Source: an optimization exercise on an open RTL-to-GDS flow (aim: a short achievable clock period and few clock cycles per item). Production flows keep margins and buffers that such runs may drop. Function was checked by simulation only, so behaviour that the tests miss may differ from the original. Power figures rest on the tool's default switching activity, not on a simulated workload.

==> inputs of build 62 <==
==> flow/design.v (excerpt) <==
module rs_core (
  input  logic                    clk,
  input  logic                    reset,
  input  logic                    req,
  input  tomasulo_pkg::op_t       op,
  input  tomasulo_pkg::reg_addr_t dst,
  input  tomasulo_pkg::reg_addr_t src1,
  input  tomasulo_pkg::reg_addr_t src2,
  input  logic                    has_imm,
  input  tomasulo_pkg::word_t     imm,
  output logic                    ack,
  input  tomasulo_pkg::reg_addr_t rd_addr,
  output tomasulo_pkg::tag_t      rd_tag,
  output tomasulo_pkg::word_t     rd_data
);
  logic fire, is_mv, is_exec;
  tomasulo_pkg::word_t op1_data, op2_data, b_data, mv_data;
  logic                    disp_valid, disp_mul;
  tomasulo_pkg::reg_addr_t disp_dst;
  tomasulo_pkg::word_t     disp_a, disp_b;
  logic                    wb_valid;
  tomasulo_pkg::reg_addr_t wb_reg;
  tomasulo_pkg::word_t     wb_data;
  issue_ctrl issue (.clk, .reset, .req, .ack, .fire);
  assign is_mv   = (op == tomasulo_pkg::OP_MV);
  assign is_exec = (op == tomasulo_pkg::OP_ADD) || (op == tomasulo_pkg::OP_MUL);
  assign b_data  = has_imm ? imm : op2_data;
  assign mv_data = has_imm ? imm : op1_data;
  reg_status status (
    .clk, .reset, .src1, .src2,
    .op1_data, .op2_data,
    .iss_en(fire && (is_mv || is_exec)), .iss_mv(is_mv), .iss_reg(dst), .iss_data(mv_data),
    .wb_valid, .wb_reg, .wb_data,
    .rd_addr, .rd_tag, .rd_data
  );
  res_station rs (
    .clk, .reset, .alloc(fire && is_exec), .is_mul(op == tomasulo_pkg::OP_MUL),
    .dst, .a_data(op1_data), .b_data,
    .disp_valid, .disp_mul, .disp_dst, .disp_a, .disp_b
  );
  exec_units units (
    .clk, .reset,
    .in_valid(disp_valid), .in_mul(disp_mul), .in_dst(disp_dst),
    .in_a(disp_a), .in_b(disp_b),
    .wb_valid, .wb_reg, .wb_data
  );
endmodule
export LEC_CHECK = 0
export ABC_CLOCK_PERIOD_IN_PS = 4000
export CAP_MARGIN = 20
export CORE_MARGIN = 2
export CORE_UTILIZATION = 40
export SETUP_SLACK_MARGIN = 5
export SLEW_MARGIN = 20
create_clock -name core_clock -period 10.0 [get_ports {clk}]
run.sh (not shown) runs the stock make flow with config.mk's settings and CLKGATE_MAP_FILE= SYNTH_SCRIPT=/design/flow/synth_recipe.tcl, a recipe that flattens the netlist after the stock synthesis.
==> inputs of trial 36, as changes to build 62 <==
- CORE_UTILIZATION: 40 -> 60
- TNS_END_PERCENT: unset -> 100
==> inputs of build 23, as changes to build 62 <==
- ABC_CLOCK_PERIOD_IN_PS: 4000 -> unset
- SETUP_SLACK_MARGIN: 5 -> unset
==> inputs of build 96, as changes to build 62 <==
==> flow/design.v (replaced) <==
package tomasulo_pkg;
  localparam int WORD_W   = 32;
  localparam int NUM_REGS = 8;
  localparam int REG_AW   = 3;
  localparam int TAG_W    = 4;
  localparam int NUM_ROWS = 8;  
  typedef logic [WORD_W-1:0] word_t;
  typedef logic [REG_AW-1:0] reg_addr_t;
  typedef logic [TAG_W-1:0]  tag_t;
  typedef enum logic [1:0] {
    OP_ADD  = 2'd0,
    OP_MUL  = 2'd1,
    OP_MV   = 2'd2,
    OP_HALT = 2'd3
  } op_t;
  function automatic logic [2*WORD_W-1:0] csa(input word_t x, input word_t y, input word_t z);
    word_t s, c;
    s = x ^ y ^ z;
    c = ((x & y) | (x & z) | (y & z)) << 1;
    csa = {c, s};
  endfunction
endpackage
module reg_status (
  input  logic                    clk,
  input  logic                    reset,
  input  tomasulo_pkg::reg_addr_t src1,
  input  tomasulo_pkg::reg_addr_t src2,
  output tomasulo_pkg::word_t     op1_data,
  output tomasulo_pkg::word_t     op2_data,
  input  logic                    iss_en,
  input  logic                    iss_imm_mv,
  input  tomasulo_pkg::reg_addr_t iss_reg,
  input  tomasulo_pkg::word_t     iss_data,
  input  logic                    wb_valid,
  input  tomasulo_pkg::reg_addr_t wb_reg,
  input  tomasulo_pkg::word_t     wb_data,
  input  tomasulo_pkg::reg_addr_t rd_addr,
  output tomasulo_pkg::tag_t      rd_tag,
  output tomasulo_pkg::word_t     rd_data
);
  tomasulo_pkg::word_t               rf [0:tomasulo_pkg::NUM_REGS-1];
  logic [tomasulo_pkg::NUM_REGS-1:0] pend;
  assign op1_data = rf[src1];
  assign op2_data = rf[src2];
  assign rd_tag  = {{(tomasulo_pkg::TAG_W-1){1'b0}}, pend[rd_addr]};
  assign rd_data = rf[rd_addr];
  always_ff @(posedge clk) begin
    if (reset) begin
      for (int r = 0; r < tomasulo_pkg::NUM_REGS; r++) begin
        rf[r]   <= '0;
        pend[r] <= 1'b0;
      end
    end else begin
      for (int r = 0; r < tomasulo_pkg::NUM_REGS; r++) begin
        if (wb_valid && wb_reg == tomasulo_pkg::reg_addr_t'(r)) begin
          rf[r]   <= wb_data;
          pend[r] <= 1'b0;
        end
        if (iss_en && iss_reg == tomasulo_pkg::reg_addr_t'(r)) begin
          if (iss_imm_mv) rf[r] <= iss_data;
          pend[r] <= !iss_imm_mv;
        end
      end
    end
  end
endmodule
module res_station (
  input  logic                    clk,
  input  logic                    reset,
  input  logic                    alloc,
  input  tomasulo_pkg::op_t       op,
  input  tomasulo_pkg::reg_addr_t dst,
  input  tomasulo_pkg::reg_addr_t src1,
  input  tomasulo_pkg::reg_addr_t src2,
  input  logic                    has_imm,
  input  tomasulo_pkg::word_t     imm,
  output logic                    disp_valid,
  output tomasulo_pkg::op_t       disp_op,
  output tomasulo_pkg::reg_addr_t disp_dst,
  output tomasulo_pkg::reg_addr_t disp_src1,
  output tomasulo_pkg::reg_addr_t disp_src2,
  output logic                    disp_has_imm,
  output tomasulo_pkg::word_t     disp_imm
);
  always_ff @(posedge clk) begin
    if (reset) disp_valid <= 1'b0;
    else       disp_valid <= alloc;
  end
  always_ff @(posedge clk) begin
    disp_op      <= op;
    disp_dst     <= dst;
    disp_src1    <= src1;
    disp_src2    <= src2;
    disp_has_imm <= has_imm;
    disp_imm     <= imm;
  end
endmodule
module exec_units (
  input  logic                    clk,
  input  logic                    reset,
  input  logic                    in_valid,
  input  tomasulo_pkg::op_t       in_op,
  input  tomasulo_pkg::reg_addr_t in_dst,
  input  tomasulo_pkg::word_t     in_a,
  input  tomasulo_pkg::word_t     in_b,
  input  logic                    in_has_imm,
  input  tomasulo_pkg::word_t     in_imm,
  output logic                    wb_valid,
  output tomasulo_pkg::reg_addr_t wb_reg,
  output tomasulo_pkg::word_t     wb_data
);
  localparam int W = tomasulo_pkg::WORD_W;
  localparam int N = W / 2;  
  localparam int R = tomasulo_pkg::NUM_ROWS;
  tomasulo_pkg::word_t a, b;
  logic                is_mul;
  assign a      = in_a;
  assign b      = (in_op == tomasulo_pkg::OP_MV) ? '0 : in_has_imm ? in_imm : in_b;
  assign is_mul = (in_op == tomasulo_pkg::OP_MUL);
  tomasulo_pkg::word_t pp [0:N];
  logic [W:0]          bx;
  assign bx = {b, 1'b0};
  always_comb begin
    pp[N] = '0;
    for (int i = 0; i < N; i++) begin
      logic neg, one, two;
      tomasulo_pkg::word_t mag;
      neg = bx[2*i+2];
      one = bx[2*i+1] ^ bx[2*i];
      two = (bx[2*i+2] & ~bx[2*i+1] & ~bx[2*i]) | (~bx[2*i+2] & bx[2*i+1] & bx[2*i]);
      mag = ({W{one}} & a) | ({W{two}} & (a << 1));
      pp[i] = ({W{neg}} ^ mag) << (2*i);
      pp[N][2*i] = neg;
    end
  end
  tomasulo_pkg::word_t l1 [0:11];
  tomasulo_pkg::word_t l2 [0:7];
  always_comb begin
    for (int k = 0; k < 5; k++)
      {l1[2*k+1], l1[2*k]} = tomasulo_pkg::csa(pp[3*k], pp[3*k+1], pp[3*k+2]);
    l1[10] = pp[15];
    l1[11] = pp[16];
    for (int k = 0; k < 4; k++)
      {l2[2*k+1], l2[2*k]} = tomasulo_pkg::csa(l1[3*k], l1[3*k+1], l1[3*k+2]);
  end
  logic                    s2_valid;
  tomasulo_pkg::reg_addr_t s2_dst;
  tomasulo_pkg::word_t     s2_row [0:R-1];
  always_ff @(posedge clk) begin
    if (reset) s2_valid <= 1'b0;
    else       s2_valid <= in_valid;
  end
  always_ff @(posedge clk) begin
    s2_dst <= in_dst;
    if (is_mul) begin
      for (int k = 0; k < R; k++) s2_row[k] <= l2[k];
    end else begin
      s2_row[0] <= a;
      s2_row[1] <= b;
      for (int k = 2; k < R; k++) s2_row[k] <= '0;
    end
  end
  tomasulo_pkg::word_t l3 [0:5];
  tomasulo_pkg::word_t l4 [0:3];
  tomasulo_pkg::word_t l5 [0:2];
  tomasulo_pkg::word_t l6 [0:1];
  always_comb begin
    {l3[1], l3[0]} = tomasulo_pkg::csa(s2_row[0], s2_row[1], s2_row[2]);
    {l3[3], l3[2]} = tomasulo_pkg::csa(s2_row[3], s2_row[4], s2_row[5]);
    l3[4] = s2_row[6];
    l3[5] = s2_row[7];
    {l4[1], l4[0]} = tomasulo_pkg::csa(l3[0], l3[1], l3[2]);
    {l4[3], l4[2]} = tomasulo_pkg::csa(l3[3], l3[4], l3[5]);
    {l5[1], l5[0]} = tomasulo_pkg::csa(l4[0], l4[1], l4[2]);
    l5[2] = l4[3];
    {l6[1], l6[0]} = tomasulo_pkg::csa(l5[0], l5[1], l5[2]);
  end
  assign wb_valid = s2_valid;
  assign wb_reg   = s2_dst;
  assign wb_data  = l6[0] + l6[1];
endmodule
module issue_ctrl (
  input  logic clk,
  input  logic reset,
  input  logic req,
  output logic ack,
  output logic fire
);
  logic ack_q;
  always_ff @(posedge clk) begin
    if (reset) ack_q <= 1'b0;
    else       ack_q <= req;
  end
  assign ack  = ack_q;
  assign fire = req && !ack_q && !reset;
endmodule
module rs_core (
  input  logic                    clk,
  input  logic                    reset,
  input  logic                    req,
  input  tomasulo_pkg::op_t       op,
  input  tomasulo_pkg::reg_addr_t dst,
  input  tomasulo_pkg::reg_addr_t src1,
  input  tomasulo_pkg::reg_addr_t src2,
  input  logic                    has_imm,
  input  tomasulo_pkg::word_t     imm,
  output logic                    ack,
  input  tomasulo_pkg::reg_addr_t rd_addr,
  output tomasulo_pkg::tag_t      rd_tag,
  output tomasulo_pkg::word_t     rd_data
);
  logic fire, imm_mv, is_exec;
  logic                    disp_valid, disp_has_imm;
  tomasulo_pkg::op_t       disp_op;
  tomasulo_pkg::reg_addr_t disp_dst, disp_src1, disp_src2;
  tomasulo_pkg::word_t     disp_imm, op1_data, op2_data;
  logic                    wb_valid;
  tomasulo_pkg::reg_addr_t wb_reg;
  tomasulo_pkg::word_t     wb_data;
  issue_ctrl issue (.clk, .reset, .req, .ack, .fire);
  assign imm_mv  = (op == tomasulo_pkg::OP_MV) && has_imm;
  assign is_exec = (op != tomasulo_pkg::OP_HALT) && !imm_mv;
  reg_status status (
    .clk, .reset, .src1(disp_src1), .src2(disp_src2),
    .op1_data, .op2_data,
    .iss_en(fire && (op != tomasulo_pkg::OP_HALT)), .iss_imm_mv(imm_mv), .iss_reg(dst), .iss_data(imm),
    .wb_valid, .wb_reg, .wb_data,
    .rd_addr, .rd_tag, .rd_data
  );
  res_station rs (
    .clk, .reset, .alloc(fire && is_exec),
    .op, .dst, .src1, .src2, .has_imm, .imm,
    .disp_valid, .disp_op, .disp_dst, .disp_src1, .disp_src2, .disp_has_imm, .disp_imm
  );
  exec_units units (
    .clk, .reset,
    .in_valid(disp_valid), .in_op(disp_op), .in_dst(disp_dst),
    .in_a(op1_data), .in_b(op2_data), .in_has_imm(disp_has_imm), .in_imm(disp_imm),
    .wb_valid, .wb_reg, .wb_data
  );
endmodule
==> key figures <==
Outcome
  • Status: complete, no violations

Worst setup path
  • Slowest-stage cell, CP: a21oi_2
  • Worst path bufs/invs: 4
  • Worst Setup SP: rd_addr[2]

Placement
  • GPL Wtd Cong: between 1 and 1.5

Timing
  • Fmax: roughly 0.18 GHz
  • Slew @ Worst Pin: around 1.2 ns
  • Minimum clock period: between 5 and 6 ns

Yosys
  • Area share of fa/ha/maj cells after synthesis: 0.151

Floorplan
  • Chip height: approximately 320 um
  • Die X: 320 um
  • TAP cells: approximately 1300

Cells and area
  • Multi-input combinational cell area: 28900 um^2
(the above is from build 62)
==> key figures <==
Outcome
  • Status: complete, no violations

Yosys
  • Synth Instances: between 5000 and 6000
  • Async SR Flop Fraction: 0
  • Synthesis-stage register bit count: between 400 and 500

Floorplan
  • TAP cells: about 1300
  • Die X: 320 um

Timing
  • Slew @ Worst Pin: approximately 1.2 ns
  • Fmax: about 0.14 GHz

Worst setup path
  • Slowest-stage cell, CP: nor2_1
  • Worst Setup SP: rd_addr[1]
  • Worst path bufs/invs: 4

Cells and area
  • Post-Layout Inst Area: ~43000 um^2
  • Clkbuf count: between 70 and 80
  • Multi-input combinational cell area: 28300 um^2

Placement
  • GPL Wtd Cong: 1.00
(the above is from build 23)
==> key figures <==
Outcome
  • Status: complete, no violations

Cells and area
  • Multi-input combinational cell area: ~29000 um^2
  • Non-filler cells, final: roughly 5800

Worst setup path
  • Worst path bufs/invs: 5
  • Slowest-stage cell, CP: o221ai_2
  • Reg2Reg Launch Point: rs.disp_a[5]
  • Worst Setup SP: rd_addr[2]

Timing
  • Slew @ Worst Pin: ~1.3 ns
  • Minimum clock period: between 5 and 6 ns
  • Fmax: about 0.18 GHz
  • Final hold slack: around 0.32 ns

Power and ir drop
  • Pleak: 17.1 nW

Floorplan
  • Die X: between 200 and 300 um
  • Chip height: approximately 260 um
  • TAP cells: between 800 and 900

Placement
  • GPL Wtd Cong: a little over 1

Global routing
  • Grt total ovfl: 0

Yosys
  • Area share of fa/ha/maj cells after synthesis: 0.151
(the above is from trial 36)
==> key figures <==
Placement
  • GPL Wtd Cong: between 0.9 and 1

Yosys
  • Number of synthesized flops with an enable pin: 0
  • Area share of fa/ha/maj cells after synthesis: 0.142

Floorplan
  • Die X: approximately 320 um
  • Chip height: around 320 um
  • TAP cells: about 1300

Worst setup path
  • Worst Setup SP: rd_addr[1]
  • Slowest-stage cell, CP: nor2_4
  • WP depth: 9

Detailed routing
  • Met3 Wirelength: ~26 mm

Outcome
  • Status: complete, no violations

Timing
  • Slew @ Worst Pin: ~1.2 ns
  • Fmax: roughly 0.18 GHz
  • Minimum clock period: 5.47 ns

Cells and area
  • Multi-input combinational cell area: ~28000 um^2
(the above is from build 96)
Testbench counts of build 62, summed over its fixed seeds: cycles 6,480, instrs 3,280.
Testbench counts of trial 36, summed over its fixed seeds: cycles 6,480, instrs 3,280.
Testbench counts of build 23, summed over its fixed seeds: cycles 6,480, instrs 3,280.
Testbench counts of build 96, summed over its fixed seeds: cycles 6,480, instrs 3,280.

[afterwards: timing with drivers on the ports]
How much do the figures lean on ideal ports? The routed layouts below were timed once more, with nothing changed but the port constraints. Step 1: set_driving_cell puts a clkbuf_16 on clk and a buf_2 on each other input, an assumption about the parent block. Step 2 times the ports against the registers' clock, not the clock port: input delays grow and output delays shrink by t, the midpoint of the rising clock arrivals with the driver on. a / b / c = ideal ports / drivers / drivers and shift; a / b = the first two.
run	t (ns)	slack for setup (ns)	worst hold slack (ns)	worst setup path at the end	worst data-port slew with drivers (ns)
build 62	0.694	4.535 / 4.144 / 4.144	0.327 / 0.327 / 0.327	input to output	0.46
trial 36	0.693	4.478 / 4.293 / 4.293	0.325 / 0.325 / 0.325	input to output	0.31
build 23	0.686	2.793 / 2.743 / 2.743	0.326 / 0.326 / 0.326	input to output	0.06
build 96	0.743	4.535 / 4.384 / 4.384	0.318 / 0.318 / 0.318	input to output	0.21
After both steps every run listed still meets setup and hold. The setup slack of build 62, which loses most, moves by -0.391 ns with the drivers and by -0.391 ns with both steps.
